Source: an optimization exercise on an open RTL-to-GDS flow (aim: small area and a short achievable clock period). Production flows keep margins and buffers that such runs may drop. Where RTL was checked, it was by simulation tests only, not by an equivalence proof against the original. For run 3, only the layout was checked, not whether the RTL still works. Power figures rest on the tool's default switching activity, not on a simulated workload.

File: design/flow/standard.sh
#!/bin/bash
# synth_recipe.tcl (not shown) runs the flow's synth.tcl, then flattens the netlist and writes it again
# the make line also repeats each setting of config.mk as NAME=value (left out here)
make -C /OpenROAD-flow-scripts/flow DESIGN_CONFIG=/design/flow/config.mk WORK_HOME=/design/flow/orfs CLKGATE_MAP_FILE= SYNTH_SCRIPT=/design/flow/synth_recipe.tcl "${@:-finish}"
File: design/flow/constraint.sdc
create_clock -name core_clock -period 6.5 [get_ports {clk}]
set_input_delay 1.3000 -clock core_clock [delete_from_list [all_inputs] [get_ports {clk}]]
set_output_delay 1.3000 -clock core_clock [all_outputs]
set_load 0.01 [all_outputs]
File: design/flow/config.mk
export PLATFORM = sky130hd
export DESIGN_NAME = dp_core
export DESIGN_NICKNAME = dp_core
export VERILOG_FILES = /design/flow/design.v
export SDC_FILE = /design/flow/constraint.sdc
export NUM_CORES = 4
export LEC_CHECK = 0
export CAP_MARGIN = 20
export CORE_MARGIN = 2
export CORE_UTILIZATION = 40
export SETUP_SLACK_MARGIN = 3.5
export SLEW_MARGIN = 20
File: design/flow/flow/run.sh
#!/bin/bash
# The standard layout, with plain buf_2 port buffers in place of the
# delay cells buffer_ports picks by default
set -euo pipefail
export BUFFER_PORTS_ARGS="-buffer_cell sky130_fd_sc_hd__buf_2"
bash standard.sh > standard_flow.log 2>&1
File: design/flow/design.v
package core_pkg;
  localparam int DATA_W     = 32;
  localparam int REG_ADDR_W = 4;
  localparam int NUM_REGS   = 16;
  localparam int IMM_W      = 8;
  typedef enum logic [3:0] {
    OP_EOR = 4'b0001,
    OP_SUB = 4'b0010,
    OP_ADD = 4'b0100,
    OP_TST = 4'b1000,
    OP_TEQ = 4'b1001,
    OP_CMP = 4'b1010,
    OP_ORR = 4'b1100,
    OP_MOV = 4'b1101,
    OP_BIC = 4'b1110,
    OP_MVN = 4'b1111
  } alu_op_e;
  typedef enum logic [3:0] {
    COND_EQ, COND_NE, COND_CS, COND_CC,
    COND_MI, COND_PL, COND_VS, COND_VC,
    COND_HI, COND_LS, COND_GE, COND_LT,
    COND_GT, COND_LE, COND_AL, COND_NV
  } cond_e;
  typedef struct packed {
    logic n;
    logic z;
    logic c;
    logic v;
  } flags_t;
  typedef struct packed {
    logic                  valid;
    cond_e                 cond;
    alu_op_e               op;
    logic                  imm_sel;
    logic                  set_flags;
    logic                  writes_rd;
    logic [REG_ADDR_W-1:0] rn;
    logic [REG_ADDR_W-1:0] rd;
    logic [REG_ADDR_W-1:0] rm;
    logic [IMM_W-1:0]      imm;
  } decoded_t;
  typedef struct packed {
    logic                  valid;
    logic [REG_ADDR_W-1:0] addr;
    logic [DATA_W-1:0]     data;
  } wb_t;
endpackage
`timescale 1ns/1ps
module dp_core (
  input  logic        clk,
  input  logic        nreset,
  input  logic        instr_valid_i,
  input  logic [31:0] instr_i,
  output logic        wb_valid_o,
  output logic [3:0]  wb_addr_o,
  output logic [31:0] wb_data_o,
  output logic [3:0]  flags_o
);
  logic [3:0]  opc, rn, rm, rd;
  logic        imm_sel;
  assign opc     = instr_i[24:21];
  assign rn      = instr_i[19:16];
  assign rd      = instr_i[15:12];
  assign rm      = instr_i[3:0];
  assign imm_sel = instr_i[25];
  logic d_wr, d_setf, d_arith, d_cin, d_inv, d_and, d_or, d_xor;
  always_comb begin
    d_wr = 1'b0; d_setf = 1'b0; d_arith = 1'b0; d_cin = 1'b0; d_inv = 1'b0;
    d_and = 1'b0; d_or = 1'b0; d_xor = 1'b0;
    case (opc)
      4'b0001: begin d_wr = 1'b1; d_setf = instr_i[20]; d_xor = 1'b1; end             
      4'b0010: begin d_wr = 1'b1; d_setf = instr_i[20]; d_arith = 1'b1;               
                     d_cin = 1'b1; d_inv = 1'b1; end
      4'b0100: begin d_wr = 1'b1; d_setf = instr_i[20]; d_arith = 1'b1; end           
      4'b1000: begin d_setf = 1'b1; d_and = 1'b1; end                                 
      4'b1001: begin d_setf = 1'b1; d_xor = 1'b1; end                                 
      4'b1010: begin d_setf = 1'b1; d_arith = 1'b1; d_cin = 1'b1; d_inv = 1'b1; end   
      4'b1100: begin d_wr = 1'b1; d_setf = instr_i[20]; d_or = 1'b1; end              
      4'b1101: begin d_wr = 1'b1; d_setf = instr_i[20]; end                           
      4'b1110: begin d_wr = 1'b1; d_setf = instr_i[20]; d_and = 1'b1; d_inv = 1'b1; end  
      4'b1111: begin d_wr = 1'b1; d_setf = instr_i[20]; d_inv = 1'b1; end             
      default: ;
    endcase
  end
  logic [15:0][31:0] regs;
  logic        wb_v;
  logic [3:0]  wb_a;
  logic [31:0] wb_d;
  logic [15:0] we;
  always_comb begin
    for (int i = 0; i < 16; i++) we[i] = wb_v & (wb_a == i);
  end
  always_ff @(posedge clk) begin
    for (int i = 0; i < 16; i++)
      if (we[i]) regs[i] <= wb_d;
  end
  logic [15:0] sel1, sel2;
  logic        byp1, byp2;
  logic [31:0] op1_d, op2_d;
  always_comb begin
    byp1  = wb_v & (wb_a == rn);
    byp2  = wb_v & (wb_a == rm) & ~imm_sel;
    op1_d = wb_d & {32{byp1}};
    op2_d = {24'b0, instr_i[7:0] & {8{imm_sel}}} | (wb_d & {32{byp2}});
    for (int i = 0; i < 16; i++) begin
      sel1[i] = (rn == i) & ~we[i];
      sel2[i] = (rm == i) & ~we[i] & ~imm_sel;
      op1_d   = op1_d | (regs[i] & {32{sel1[i]}});
      op2_d   = op2_d | (regs[i] & {32{sel2[i]}});
    end
  end
  logic        ex_v;
  logic [3:0]  ex_cond, ex_rd;
  logic        ex_wr, ex_setf, ex_arith, ex_cin, ex_inv, ex_and, ex_or, ex_xor;
  logic        f1_d, f2_d;
  logic [31:0] lres, res;
  logic [31:0] ex_a, ex_b;
  always_ff @(posedge clk) begin
    ex_v     <= nreset & instr_valid_i;
    ex_cond  <= instr_i[31:28];
    ex_rd    <= rd;
    ex_wr    <= d_wr;
    ex_setf  <= d_setf;
    ex_arith <= d_arith;
    ex_cin   <= d_cin;
    ex_inv   <= d_inv;
    ex_and   <= d_and;
    ex_or    <= d_or;
    ex_xor   <= d_xor;
    ex_a     <= f1_d ? res : op1_d;
    ex_b     <= f2_d ? (res ^ {32{d_inv}}) : (op2_d ^ {32{d_inv}});
  end
  logic [3:0]  fl;    
  logic        wr_now;
  logic [31:0] a, b;
  assign a = ex_a;
  assign b = ex_b;
  logic [32:0] sum;
  logic [32:0] pg_g [7];
  logic [32:0] pg_p [7];
  assign pg_g[0] = {a & b, ex_cin};
  assign pg_p[0] = {a ^ b, 1'b0};
  for (genvar l = 0; l < 6; l++) begin : g_ks
    for (genvar i = 0; i < 33; i++) begin : g_bit
      if (i >= (1 << l)) begin : g_op
        assign pg_g[l+1][i] = pg_g[l][i] | (pg_p[l][i] & pg_g[l][i-(1<<l)]);
        assign pg_p[l+1][i] = pg_p[l][i] & pg_p[l][i-(1<<l)];
      end else begin : g_pass
        assign pg_g[l+1][i] = pg_g[l][i];
        assign pg_p[l+1][i] = pg_p[l][i];
      end
    end
  end
  assign sum[31:0] = pg_p[0][32:1] ^ pg_g[6][31:0];
  assign sum[32]   = pg_g[6][32];
  always_comb begin
    if (ex_and)      lres = a & b;
    else if (ex_or)  lres = a | b;
    else if (ex_xor) lres = a ^ b;
    else             lres = b;
  end
  assign res = ex_arith ? sum[31:0] : lres;
  logic [3:0] fl_next;
  assign fl_next[3] = res[31];
  logic [31:0] zc;
  logic        z_add;
  assign zc     = {a[30:0] | b[30:0], ex_cin};
  assign z_add  = ((a ^ b) == zc);
  assign fl_next[2] = ex_arith ? z_add : (lres == 32'b0);
  assign fl_next[1] = ex_arith ? sum[32] : fl[1];
  assign fl_next[0] = ex_arith ? ((a[31] == b[31]) & (sum[31] != a[31])) : fl[0];
  logic pass;
  always_comb begin
    case (ex_cond)
      4'd0:  pass = fl[2];
      4'd1:  pass = ~fl[2];
      4'd2:  pass = fl[1];
      4'd3:  pass = ~fl[1];
      4'd4:  pass = fl[3];
      4'd5:  pass = ~fl[3];
      4'd6:  pass = fl[0];
      4'd7:  pass = ~fl[0];
      4'd8:  pass = fl[1] & ~fl[2];
      4'd9:  pass = ~fl[1] | fl[2];
      4'd10: pass = (fl[3] == fl[0]);
      4'd11: pass = (fl[3] != fl[0]);
      4'd12: pass = ~fl[2] & (fl[3] == fl[0]);
      4'd13: pass = fl[2] | (fl[3] != fl[0]);
      4'd14: pass = 1'b1;
      default: pass = 1'b0;
    endcase
  end
  logic commit;
  assign commit = ex_v & pass;
  assign wr_now = nreset & commit & ex_wr;
  assign f1_d   = wr_now & (ex_rd == rn);
  assign f2_d   = wr_now & (ex_rd == rm) & ~imm_sel;
  always_ff @(posedge clk) begin
    if (!nreset)               fl <= 4'b0;
    else if (commit & ex_setf) fl <= fl_next;
    wb_v <= wr_now;
    wb_a <= ex_rd;
    wb_d <= res;
  end
  assign wb_valid_o = wb_v;
  assign wb_addr_o  = wb_a;
  assign wb_data_o  = wb_d;
  assign flags_o    = fl;
endmodule
==> impl_metrics.csv, run 1 <==
group,metric,value,unit
sta,drv_slew,0,
cts,h-tree-depth,2,
floorplan,coreArea,74100,um2
logic_synthesis,ys_seq_area_share,59.8,%
critical_path,startpoint_type,"input port",
final_layout,final_core_util,48.7,%
sta,skew,0.0278,ns
final_layout,area_growth_syn_to_layout,21.3,%
logic_synthesis,synthAdderAreaFrac,2.76,%
critical_path,cp_data_required_time,6.99,ns
floorplan,start_util,40.2,%
floorplan,die_y,277,um
sta,slew_headroom,42.5,%
cts,clock_sinks,633,
critical_path,cp_data_arrival_time,3.58,ns
final_layout,fin_nets,2624,
sta,worst_slew_pin_slew,0.863,ns
grt,antenna_found_initial,3,
critical_path,path_cells,"buf_6 > nand2b_4 > buf_4 > nor3_4 > buf_4 > a22o_1 > a221oi_1 > nand4_1 > or3_1 > o21ai_1 > xor2_1",
grt,grt_overflow,0,
critical_path,critical_path_class,"input port to flip-flop",
sta,period_share,47.6,%
logic_synthesis,synth_edf_count,512,
placed_design,dp_hpwl,66200,um
logic_synthesis,yosys.area_share.simple,7.79,%
sta,finalCriticalPeriod,3.10,ns
cts,cts_root_buf,"clkbuf_16",
cts,clockBufferDepth,3,
cts,cts.clk_slew.worst_paths,0.07,ns
floorplan,die_width,277,um
critical_path,crit_path_max_incr_delay,0.54,ns
critical_path,timing.rr.end,"ex_a[24]",
grt,grt.total_usage,30.4,%
hold_path,hold_class,"flip-flop to flip-flop",
critical_path,cp-endpoint,"ex_b[28]",
floorplan,io_pins,76,
power,powerDensity,300,nW/um2
sta,whs,0.393,ns
critical_path,cp_max_fo,12,
cts,worstSkewPairLatency,0.65,ns
logic_synthesis,synth.avg_cell_area,12.3,um2
logic_synthesis,synthFlopType,"edfxtp_1",
detailed_routing,viasPerCell,6.97,
detailed_routing,drtIter0Drc,4916,
logic_synthesis,synth-seq-cells,633,
logic_synthesis,synthXorXnorAreaFrac,3.09,%
critical_path,slowest_stage,"nor3_4",
detailed_routing,drt_pass1_iterations,9,
logic_synthesis,yosysUniqueCellTypes,73,
cts,numCtsBuffers,60,
logic_synthesis,async_flop_share,0,%
grt,grt_pass1_vias,23616,
placed_design,portBuffers,69,
floorplan,num_rows,100,
critical_path,ff2ff_path_depth,10,
detailed_routing,routed_wl,121000,um
detailed_routing,wl_per_cell,34.3,um
grt,grt_max_degree,65,
final_layout,multiInputGateArea,12400,um2
critical_path,setup.worst_path.end_class,"flip-flop",
logic_synthesis,synth_top_family_by_area,"compound AO/OA/AOI/OAI gates",
detailed_routing,drc_errors,0,
sta,fin_tns_setup,0,ns
detailed_routing,num_vias,24719,
sta,hold_viol_final,0,
run,max_cap_violations,0,
logic_synthesis,synth_compound_area_share,21.6,%
detailed_routing,drtAntennaViolNets,0,
cts,cts_tree,"built",
sta,setup_viol,0,
logic_synthesis,muxShareOfSynthArea,0.782,%
critical_path,crit_top_cell,"buf_4",
final_layout,seq_area,17900,um2
critical_path,worst_r2r_startpoint,"ex_b[18]",
logic_synthesis,syn_inst,2416,
critical_path,r2r_slack,3.53,ns
placed_design,gp_congestion,0.947,
grt,grt_pass1_wl,169000,um
power,ir_drop,0.260,mV
critical_path,worstSetupStartpoint,"instr_i[0]",
final_layout,layout-drive-gt1-share,23.3,%
floorplan,die_area,76600,um2
logic_synthesis,synth_warnings,3,
sta,rsz0062_at_grt,"yes",
outcome,status,"complete, no violations",
final_layout,fill_cells,6410,
logic_synthesis,synth_area,29800,um2
sta,fmax,323,MHz
power,p_leak,12.3,nW
logic_synthesis,synthesis.nets,2516,
## worst max-delay path, delay by kind of cell
family                 cells  cell delay, ns
buffers and inverters      3            0.72
XOR/XNOR                   1            0.16
AO/OA/AOI/OAI              3            0.34
AND/OR/NAND/NOR            4            1.02
## synthesized netlist by cell type, types with 5 or more instances
cell / instances / share of area, %
edfxtp_1: 512 / 52
o21ai_0: 37 / 0.62
buf_4: 12 / 0.30
a31oi_1: 8 / 0.17
ha_1: 64 / 2.7
a21oi_1: 132 / 2.2
nor2b_1: 31 / 0.65
o22ai_1: 12 / 0.25
or3_1: 13 / 0.27
clkbuf_1: 87 / 1.1
nand2b_1: 11 / 0.23
mux2i_1: 21 / 0.71
o211ai_1: 9 / 0.23
inv_1: 108 / 1.4
a2111oi_0: 39 / 1.1
nand2_1: 112 / 1.4
a221oi_1: 126 / 3.7
nand3b_1: 5 / 0.13
a211oi_1: 59 / 1.5
nand4_1: 85 / 1.8
xnor2_1: 41 / 1.2
a22oi_1: 242 / 6.1
xor2_1: 64 / 1.9
and2_1: 5 / 0.11
nor2_1: 69 / 0.87
a21o_1: 7 / 0.18
nor4_1: 13 / 0.27
nand3_1: 35 / 0.59
dfxtp_1: 121 / 8.1
buf_1: 15 / 0.19
a22o_1: 127 / 3.7
nor3_1: 41 / 0.69
buf_2: 68 / 1.1
a222oi_1: 16 / 0.54
## report_power, final
part | internal [mW] | total (mW) | leakage [nW] | switching, mW
Combinational | 0.719 | 1.86 | 5.58 | 1.14
Clock | 2.21 | 3.83 | 1.05 | 1.61
Sequential | 4.75 | 5.13 | 5.66 | 0.386
Total | 7.68 | 10.8 | 12.3 | 3.14
## worst min-delay path by stage
stage,end,startpoint,slack (ns),depth (start not counted)
after floorplan,wb_a[0],ex_rd[0],0.36,0
after global placement,wb_a[3],ex_rd[3],0.38,0
after detailed placement,wb_a[3],ex_rd[3],0.39,0
after CTS,wb_a[2],ex_rd[2],0.40,0
after global routing,wb_a[1],ex_rd[1],0.40,0
final,wb_a[2],ex_rd[2],0.39,0
## cells in the final DEF, fill, tap and decap left out, types with 64 or more instances in the layout
master,n
a22o_1,127
inv_1,107
buf_4,112
dfxtp_1,79
a21oi_1,110
nand4_1,85
xor2_1,64
a22oi_1,241
edfxtp_1,512
a221oi_1,98
nand2_1,103
## stage by stage
step           std cells  setup WS (ns)  total power [mW]  cell area [um2]
2_1_floorplan       2416           3.39              6.09            30600
3_3_place_gp        3341           1.92              6.70            32000
3_5_place_dp        3341           1.91              6.73            32000
4_1_cts             3524           3.44              10.6            35300
5_1_grt             3544           3.41              11.1            36100
6_report            3545           3.40              10.8            36100
## area by class of cell
class,instances,share of cell area (%)
sequential,633,49.5
tap,969,3.36
antenna,1,0.00693
clock buffer,76,4.46
multi-input combinational,1489,34.2
timing repair buffer,232,5.85
inverter,108,1.13
clock inverter,37,1.46
## sequential cells by signal, summed over array words and instances (netlist names)
| signal | count |
|---|---|
| ex_a | 32 |
| ex_and | 1 |
| ex_arith | 1 |
| ex_b | 32 |
| ex_cin | 1 |
| ex_cond | 4 |
| ex_or | 1 |
| ex_rd | 4 |
| ex_setf | 1 |
| ex_v | 1 |
| ex_wr | 1 |
| ex_xor | 1 |
| fl | 4 |
| regs | 512 |
| wb_a | 4 |
| wb_d | 32 |
| wb_v | 1 |
## cells by family (layout without fill, tap and decap cells)
family          Yosys count  after routing
fa+ha+maj                65             65
xor+xnor                105            105
compound gates          850            850
flops                   633            633
simple gates            446            446
buf+inv                 294            453
mux                      23             23
other cells               0              1
## repair_timing
| action | CTS | global route |
|---|---|---|
| gates cloned | 4 | 1 |
| hold buffers | 0 | 0 |
| setup buffers | 66 | 19 |
| resized for setup | 115 | 152 |
| pin swaps | 36 | 37 |
| endpoints found under the setup margin | 81 | 73 |
## layer usage
| layer | wire length [um] | part of all wire, % | global-route usage (%) |
|---|---|---|---|
| met1 | 43500 | 36 | 39.2 |
| met2 | 52500 | 43 | 45.4 |
| met3 | 18700 | 15 | 10.6 |
| met4 | 6780 | 5.6 | 15.0 |
| met5 | 0 | 0 | 0 |
==> run 2: changes to the inputs <==
--- a/design/flow/config.mk
+++ b/design/flow/config.mk
@@ -9,4 +9,6 @@
 export CORE_MARGIN = 2
 export CORE_UTILIZATION = 40
+export CTS_CLUSTER_DIAMETER = 100
+export CTS_CLUSTER_SIZE = 30
 export SETUP_SLACK_MARGIN = 3.5
 export SLEW_MARGIN = 20
==> impl_metrics.csv, run 2 <==
group,metric,value,unit
final_layout,fin_nets,2599,
logic_synthesis,synth_edf_count,512,
power,design_power_total,9.00,mW
power,clock_power_share,22.3,%
hold_path,hold_end,"wb_a[1]",
final_layout,mostFrequentLayoutCell,"edfxtp_1",
critical_path,timing.rr.end,"ex_a[10]",
detailed_routing,routed_wl,121000,um
critical_path,startpoint_type,"flip-flop",
detailed_routing,drc_errors,0,
grt,grt_pass1_wl,167000,um
placed_design,placed_area,32000,um2
grt,grt_max_degree,65,
outcome,status,"complete, no violations",
floorplan,io_pins,76,
logic_synthesis,synth.avg_cell_area,12.3,um2
grt,use_met1,39.4,%
logic_synthesis,yosysTopAreaCell,"edfxtp_1",
final_layout,stdcell_area,34800,um2
cts,clock_sinks,633,
placed_design,gp_congestion,0.947,
hold_path,hold_depth,0,
critical_path,cp_data_required_time,5.20,ns
sta,setup_viol,0,
critical_path,r2r_slack,3.50,ns
final_layout,area_growth_syn_to_layout,16.9,%
final_layout,final_cell_mix,"edfxtp_1 (512), a22oi_1 (241), a22o_1 (127), buf_4 (117), a21oi_1 (111)",
logic_synthesis,synth.top_cells.by_count,"edfxtp_1 (512), a22oi_1 (242), a21oi_1 (132)",
final_layout,regMostFlops,"regs",
sta,drv_slew,0,
critical_path,cp_max_fo,19,
detailed_routing,drtIter0Drc,4643,
logic_synthesis,ys_top_cells_by_area,"edfxtp_1 (52%), dfxtp_1 (8.1%), a22oi_1 (6.1%)",
critical_path,crit_path_max_incr_delay,0.79,ns
cts,cts_root_buf,"clkbuf_16",
hold_path,hold_class,"flip-flop to flip-flop",
logic_synthesis,synth_warnings,3,
final_layout,largest_reg_flops,512,
logic_synthesis,ys_seq_area_share,59.8,%
final_layout,multiInputGateArea,12300,um2
final_layout,layout-drive-gt1-share,21.5,%
power,switching_share,31.0,%
logic_synthesis,synthesis.nets,2516,
cts,h-tree-depth,1,
logic_synthesis,synth_top_area_share,51.7,%
critical_path,setup.worst_path.end_class,"output port",
critical_path,path_cells,"buf_2",
floorplan,die_y,277,um
detailed_routing,num_vias,24408,
sta,hold_viol_final,0,
cts,worstSkewPairLatency,0.62,ns
sta,setup_ws,3.48,ns
floorplan,coreArea,74100,um2
sta,worst_slew_pin_slew,0.963,ns
logic_synthesis,async_flop_share,0,%
cts,cts.clk_slew.worst_paths,0.12,ns
critical_path,path_delay_family,"flip-flops",
grt,grt.met2_usage,45.2,%
floorplan,die_width,277,um
critical_path,slowest_stage,"dfxtp_1",
cts,numCtsBuffers,25,
critical_path,ff2ff_path_depth,10,
placed_design,portBuffers,69,
sta,period_share,46.4,%
power,p_comb_share,20.7,%
final_layout,antenna_cells,0,
power,ir_drop,0.212,mV
power,powerDensity,259,nW/um2
grt,antenna_found_initial,1,
detailed_routing,drt_pass1_iterations,10,
power,p_switching,2.79,mW
grt,met3_usage,9.41,%
final_layout,fill_cells,6545,
detailed_routing,viasPerCell,7.00,
run,max_cap_violations,0,
hold_path,min_from,"ex_rd[1]",
power,cellInternalPower,6.21,mW
sta,fin_tns_setup,0,ns
cts,clockBufferDepth,3,
logic_synthesis,synth_area,29800,um2
sta,skew,0.0185,ns
power,p_seq_share,57.0,%
placed_design,dp_hpwl,66200,um
critical_path,critPathBufInv,1,
power,p_leak,11.7,nW
grt,grt_pass1_vias,23129,
grt,grt.busiest_layer,"met2",
placed_design,place_ws,1.91,ns
grt,grt.total_usage,29.9,%
critical_path,critical_path_class,"flip-flop to output port",
floorplan,start_util,40.2,%
sta,rsz0062_at_grt,"yes",
floorplan,die_area,76600,um2
sta,fmax,331,MHz
critical_path,worst_r2r_startpoint,"wb_a[3]",
sta,slew_headroom,35.8,%
detailed_routing,wl_per_cell,34.6,um
logic_synthesis,synthFlopType,"edfxtp_1",
cts,postCtsHoldBufs,0,
final_layout,layoutNonFillerInstCount,3485,
logic_synthesis,yosysUniqueCellTypes,73,
floorplan,num_rows,100,
final_layout,seq_area,17900,um2
logic_synthesis,synth.most_common_cell,"edfxtp_1",
critical_path,cp_data_arrival_time,1.72,ns
cts,cts_tree,"built",
sta,finalCriticalPeriod,3.02,ns
detailed_routing,drtAntennaViolNets,0,
logic_synthesis,syn_inst,2416,
grt,grt_overflow,0,
placed_design,dp_cells,3341,
logic_synthesis,synth-seq-cells,633,
-- run 2: changes by cell type in the layout (fill, tap and decap cells not counted), moves of 3 or more --
cell       before  now
clkbuf_16      61   28
bufinv_16      11    0
clkinv_2       10    0
inv_6           8    1
buf_4         112  117
clkbuf_1       11   16
clkbuf_8        5    0
clkinv_4        6    1
dfxtp_4         6   10
buf_12         20   23
dfxtp_1        79   76
-- run 2: what timing repair did --
item | CTS | global route
resized for setup | 117 | 160
endpoints found under the setup margin | 78 | 71
cloned | 3 | 3
pin swaps | 35 | 44
buffers inserted | 67 | 27
-- run 2: routing by layer --
metal | share of wire [%] | routed length, um
met1 | 36 | 43900
met4 | 5.2 | 6250
met2 | 43 | 52200
met5 | 0 | 0
met3 | 15 | 18200
-- run 2: per-stage QoR --
stage	utilization, %	hold slack, ns
2_1_floorplan	-	0.364
6_report	47.0	0.397
3_5_place_dp	43.2	0.389
5_1_grt	47.0	0.410
3_3_place_gp	43.2	0.378
4_1_cts	45.7	0.404
-- run 2: kinds of logic after synthesis --
family | count (synthesis) | synth area share [%]
AOI/OAI and AO/OA | 850 | 21.6
DFF | 633 | 59.8
and+or+nand+nor | 446 | 7.79
buffers and inverters | 294 | 4.22
xor gates and xnor gates | 105 | 3.09
adders and majority gates | 65 | 2.76
muxes | 23 | 0.782
-- run 2: area by class of cell --
type / instances / share of cell area [%]
timing repair buffer: 242 / 6.43
sequential: 633 / 51.4
clock inverter: 3 / 0.0971
inverter: 108 / 1.17
clock buffer: 41 / 1.97
multi-input combinational: 1489 / 35.5
tap: 969 / 3.48
-- run 2: worst max path at each step --
stage / startpoint / to / slack (ns) / cells after the start
floorplan: wb_a[3] / ex_b[18] / 3.39 / 9
global placement: instr_i[1] / ex_b[30] / 1.92 / 9
detailed placement: instr_i[1] / ex_b[30] / 1.91 / 9
CTS: ex_a[9] / ex_a[30] / 3.43 / 10
global route: ex_b[11] / ex_b[25] / 3.44 / 13
finish: wb_d[3] / wb_data_o[3] / 3.48 / 1
-- run 2: power groups by stage --
stage	clock, mW	sequential (mW)	combinational [mW]
finish	2.01	5.13	1.86
CTS	2.00	5.10	1.67
global placement	0	5.17	1.54
global route	2.13	5.16	1.98
detailed placement	0	5.19	1.54
floorplan	0	5.05	1.03
==> run 3: changes to the inputs <==
--- a/design/flow/design.v
+++ b/design/flow/design.v
@@ -64,5 +64,6 @@
   assign rm      = instr_i[3:0];
   assign imm_sel = instr_i[25];
-  logic d_wr, d_setf, d_arith, d_cin, d_inv, d_and, d_or, d_xor;
+  logic d_wr, d_setf, d_arith, d_cin, d_inv, d_and, d_or, d_xor, d_mov;
+  assign d_mov = (opc == 4'b1101) | (opc == 4'b1111);
   always_comb begin
     d_wr = 1'b0; d_setf = 1'b0; d_arith = 1'b0; d_cin = 1'b0; d_inv = 1'b0;
@@ -88,7 +89,4 @@
   logic [31:0] wb_d;
   logic [15:0] we;
-  always_comb begin
-    for (int i = 0; i < 16; i++) we[i] = wb_v & (wb_a == i);
-  end
   always_ff @(posedge clk) begin
     for (int i = 0; i < 16; i++)
@@ -104,4 +102,5 @@
     op2_d = {24'b0, instr_i[7:0] & {8{imm_sel}}} | (wb_d & {32{byp2}});
     for (int i = 0; i < 16; i++) begin
+      we[i]   = wb_v & (wb_a == i);
       sel1[i] = (rn == i) & ~we[i];
       sel2[i] = (rm == i) & ~we[i] & ~imm_sel;
@@ -112,7 +111,6 @@
   logic        ex_v;
   logic [3:0]  ex_cond, ex_rd;
-  logic        ex_wr, ex_setf, ex_arith, ex_cin, ex_inv, ex_and, ex_or, ex_xor;
-  logic        f1_d, f2_d;
-  logic [31:0] lres, res;
+  logic        ex_wr, ex_setf, ex_arith, ex_cin, ex_inv, ex_and, ex_or, ex_xor, ex_mov;
+  logic        ex_f1, ex_f2;
   logic [31:0] ex_a, ex_b;
   always_ff @(posedge clk) begin
@@ -128,13 +126,17 @@
     ex_or    <= d_or;
     ex_xor   <= d_xor;
-    ex_a     <= f1_d ? res : op1_d;
-    ex_b     <= f2_d ? (res ^ {32{d_inv}}) : (op2_d ^ {32{d_inv}});
+    ex_mov   <= d_mov;
+    ex_f1    <= wr_now & (ex_rd == rn);
+    ex_f2    <= wr_now & (ex_rd == rm) & ~imm_sel;
+    ex_a     <= op1_d;
+    ex_b     <= op2_d ^ {32{d_inv}};
   end
   logic [3:0]  fl;    
   logic        wr_now;
   logic [31:0] a, b;
-  assign a = ex_a;
-  assign b = ex_b;
+  assign a = ex_f1 ? wb_d : ex_a;
+  assign b = ex_f2 ? (wb_d ^ {32{ex_inv}}) : ex_b;
   logic [32:0] sum;
+  logic [31:0] lres, res;
   logic [32:0] pg_g [7];
   logic [32:0] pg_p [7];
@@ -154,11 +156,7 @@
   assign sum[31:0] = pg_p[0][32:1] ^ pg_g[6][31:0];
   assign sum[32]   = pg_g[6][32];
-  always_comb begin
-    if (ex_and)      lres = a & b;
-    else if (ex_or)  lres = a | b;
-    else if (ex_xor) lres = a ^ b;
-    else             lres = b;
-  end
-  assign res = ex_arith ? sum[31:0] : lres;
+  assign lres = ({32{ex_and}} & (a & b)) | ({32{ex_or}} & (a | b)) |
+                ({32{ex_xor}} & (a ^ b)) | ({32{ex_mov}} & b);
+  assign res  = lres | ({32{ex_arith}} & sum[31:0]);
   logic [3:0] fl_next;
   assign fl_next[3] = res[31];
@@ -194,6 +192,4 @@
   assign commit = ex_v & pass;
   assign wr_now = nreset & commit & ex_wr;
-  assign f1_d   = wr_now & (ex_rd == rn);
-  assign f2_d   = wr_now & (ex_rd == rm) & ~imm_sel;
   always_ff @(posedge clk) begin
     if (!nreset)               fl <= 4'b0;
==> design/flow/run.sh (new file) <==
#!/bin/bash
# synth_recipe.tcl (not shown) runs the flow's synth.tcl, then flattens the netlist and writes it again
# the make line also repeats each setting of config.mk as NAME=value (left out here)
make -C /OpenROAD-flow-scripts/flow DESIGN_CONFIG=/design/flow/config.mk WORK_HOME=/design/flow/orfs CLKGATE_MAP_FILE= SYNTH_SCRIPT=/design/flow/synth_recipe.tcl finish
--- a/design/flow/config.mk
+++ b/design/flow/config.mk
@@ -9,6 +9,6 @@
 export CORE_MARGIN = 2
 export CORE_UTILIZATION = 40
-export CTS_CLUSTER_DIAMETER = 100
-export CTS_CLUSTER_SIZE = 30
+export CTS_BUF_LIST = sky130_fd_sc_hd__clkbuf_4 sky130_fd_sc_hd__clkbuf_8
+export CTS_CLUSTER_SIZE = 24
 export SETUP_SLACK_MARGIN = 3.5
 export SLEW_MARGIN = 20
removed: design/flow/flow/run.sh
removed: design/flow/standard.sh
==> impl_metrics.csv, run 3 <==
group,metric,value,unit
placed_design,dp_cells,3292,
logic_synthesis,yosysUniqueCellTypes,78,
logic_synthesis,ys_seq_area_share,60.1,%
final_layout,largest_reg_flops,512,
logic_synthesis,synth.top_cells.by_count,"edfxtp_1 (512), a22oi_1 (258), a221oi_1 (149)",
power,powerDensity,297,nW/um2
detailed_routing,drtAntennaViolNets,0,
detailed_routing,wl_per_cell,34.1,um
sta,hold_viol_final,0,
critical_path,critical_path_class,"flip-flop to flip-flop",
outcome,status,"complete, no violations",
critical_path,cp_data_required_time,7.09,ns
placed_design,dp_hpwl,64200,um
power,ir_drop,0.146,mV
critical_path,worst_r2r_startpoint,"ex_f1",
hold_path,hold_depth,0,
logic_synthesis,synth_warnings,3,
detailed_routing,num_vias,25306,
logic_synthesis,synthFlopType,"edfxtp_1",
placed_design,portBuffers,69,
cts,clock_sinks,637,
grt,grt_max_degree,35,
critical_path,timing.rr.end,"wb_d[19]",
grt,grt_overflow,0,
logic_synthesis,synthesis.nets,2471,
cts,numCtsBuffers,105,
logic_synthesis,synth.avg_cell_area,12.5,um2
hold_path,min_from,"ex_rd[2]",
cts,worstSkewPairLatency,0.76,ns
grt,grt_pass1_wl,176000,um
critical_path,r2r_slack,3.08,ns
placed_design,gp_congestion,0.911,
final_layout,layoutNonFillerInstCount,3701,
floorplan,start_util,40.5,%
floorplan,die_area,76500,um2
critical_path,cp_data_arrival_time,4.02,ns
cts,cts_tree,"built",
power,p_leak,13.2,nW
detailed_routing,drt_pass1_iterations,9,
logic_synthesis,yosysTopAreaCell,"edfxtp_1",
grt,grt_pass1_vias,24482,
sta,slew_headroom,23.4,%
sta,finalCriticalPeriod,3.42,ns
logic_synthesis,synth-seq-cells,637,
floorplan,num_rows,99,
final_layout,mostFrequentLayoutCell,"edfxtp_1",
critical_path,cp_max_fo,5,
placed_design,place_ws,1.73,ns
sta,setup_ws,3.08,ns
sta,whs,0.381,ns
sta,period_share,52.7,%
cts,clockBufferDepth,3,
sta,setup_viol,0,
floorplan,io_pins,76,
cts,cts_root_buf,"clkbuf_8",
logic_synthesis,synth.most_common_cell,"edfxtp_1",
detailed_routing,drc_errors,0,
sta,rsz0062_at_grt,"yes",
logic_synthesis,async_flop_share,0,%
sta,skew,0.0405,ns
critical_path,setup.worst_path.end_class,"flip-flop",
sta,fmax,292,MHz
cts,h-tree-depth,3,
critical_path,ff2ff_path_depth,14,
critical_path,startpoint_type,"flip-flop",
sta,fin_tns_setup,0,ns
hold_path,hold_end,"wb_a[2]",
logic_synthesis,ys_top_cells_by_area,"edfxtp_1 (52%), dfxtp_1 (8.4%), a22oi_1 (6.5%)",
hold_path,hold_class,"flip-flop to flip-flop",
logic_synthesis,syn_inst,2371,
cts,cts.clk_slew.worst_paths,0.07,ns
final_layout,area_growth_syn_to_layout,26.3,%
final_layout,layout-drive-gt1-share,27.5,%
power,design_power_total,11.2,mW
run,max_cap_violations,0,
sta,drv_slew,0,
grt,antenna_found_initial,2,
sta,worst_slew_pin_slew,1.15,ns
final_layout,final_cell_mix,"edfxtp_1 (512), a22oi_1 (257), buf_4 (207), a221oi_1 (141), nand2_1 (122)",
detailed_routing,routed_wl,126000,um
final_layout,fin_nets,2747,
detailed_routing,drtIter0Drc,4740,
detailed_routing,viasPerCell,6.84,
floorplan,die_y,277,um
floorplan,coreArea,73300,um2
floorplan,die_width,277,um
logic_synthesis,synth_area,29700,um2
grt,grt.total_usage,31.7,%
logic_synthesis,synth_edf_count,512,
logic_synthesis,synth_top_area_share,51.7,%
final_layout,regMostFlops,"regs",
## run 3: cells by family after synthesis
kind of cell	synth area share [%]
XOR/XNOR	4.04
buffers and inverters	3.68
AND/OR/NAND/NOR	7.38
adder cells (fa/ha/maj)	2.76
flip-flops	60.1
multiplexers	1.12
AO/OA/AOI/OAI	20.9
## run 3: per-stage QoR
| step | utilization (%) | area, um2 |
|---|---|---|
| floorplan | - | 30400 |
| global placement | 43.8 | 32100 |
| detailed placement | 43.8 | 32100 |
| CTS | 50.3 | 36900 |
| global route | 51.2 | 37600 |
| finish | 51.2 | 37600 |
## run 3: power breakdown
part	switching (mW)	internal, mW	leakage, nW
registers	0.258	4.72	5.75
logic	1.35	0.925	6.22
clock network	1.72	2.19	1.22
## run 3: routing by layer
| layer | routed length (um) | GRT usage (%) | up-vias |
|---|---|---|---|
| met5 | 106 | 1.00 | - |
| met4 | 7210 | 16.1 | 2 |
| met3 | 20200 | 12.4 | 526 |
| met2 | 54100 | 47.2 | 2376 |
| met1 | 44700 | 40.1 | 12290 |
| li1 | - | - | 10112 |
## run 3: layout make-up
type	instances	area (um2)
clock inverter	54	546
inverter	87	329
tap	959	1200
fill	6147	35800
sequential	637	18000
timing repair buffer	345	3330
clock buffer	144	1780
multi-input combinational	1471	12300
antenna	4	10.0
## run 3: repair_timing
item / 4_1_cts / 5_1_grt
buffers inserted: 151 / 51
pin swaps: 78 / 47
resized for setup: 334 / 79
gates cloned: 4 / 1
hold buffers: 0 / 0
setup endpoints to repair: 135 / 77
## run 3: worst max-delay path by stage
stage                      startpoint       end  slack, ns  cells after the start
final                           ex_f1  wb_d[19]       3.08                     14
after global routing           ex_inv     fl[3]       2.96                     14
after CTS                      ex_inv     fl[3]       3.16                     14
after detailed placement  instr_i[25]  ex_b[21]       1.73                      9
after global placement    instr_i[25]  ex_b[21]       1.76                      9
after floorplan                ex_inv     fl[3]       3.42                     15
## run 3: worst max-delay path, stage by stage, from the launching register on
cell and delay, ns:
dfxtp_4 0.39, buf_12 0.16, buf_16 0.17, mux2i_4 0.29, fa_2 0.27, and2b_1 0.21
o2111ai_2 0.22, buf_4 0.17, a21oi_4 0.07, or3_1 0.32, a21o_1 0.21, a311o_1 0.32
a31oi_2 0.21, xor2_1 0.19, o21ai_1 0.08

## what the ideal ports hide
The results above use ideal ports. As a check the final layouts listed here were re-extracted and re-timed, cells and wires unchanged.
Step 1, drivers: a clkbuf_16 drives clk and a buf_2 each remaining input, both assumed.
Step 2 moves the port delays by t, midway between the first and last clock arrival at a register: inputs arrive t later, outputs are due t later. That takes back most of the time a late clock gives input paths.
Three values: ideal, step 1, step 2; two values: the first two.
run | t, ns | setup slack, ns | worst data-port slew with drivers (ns)
run 1 | 0.696 | 3.403 / 3.423 / 2.727 | 0.09
run 2 | 0.679 | 3.481 / 3.416 / 2.876 | 0.08
run 3 | 0.800 | 3.077 / 3.077 / 2.718 | 0.04
After both steps setup and hold are still met in every run listed. The setup slack of run 1, which loses most, moves by +0.020 ns with the drivers and by -0.676 ns with both steps.
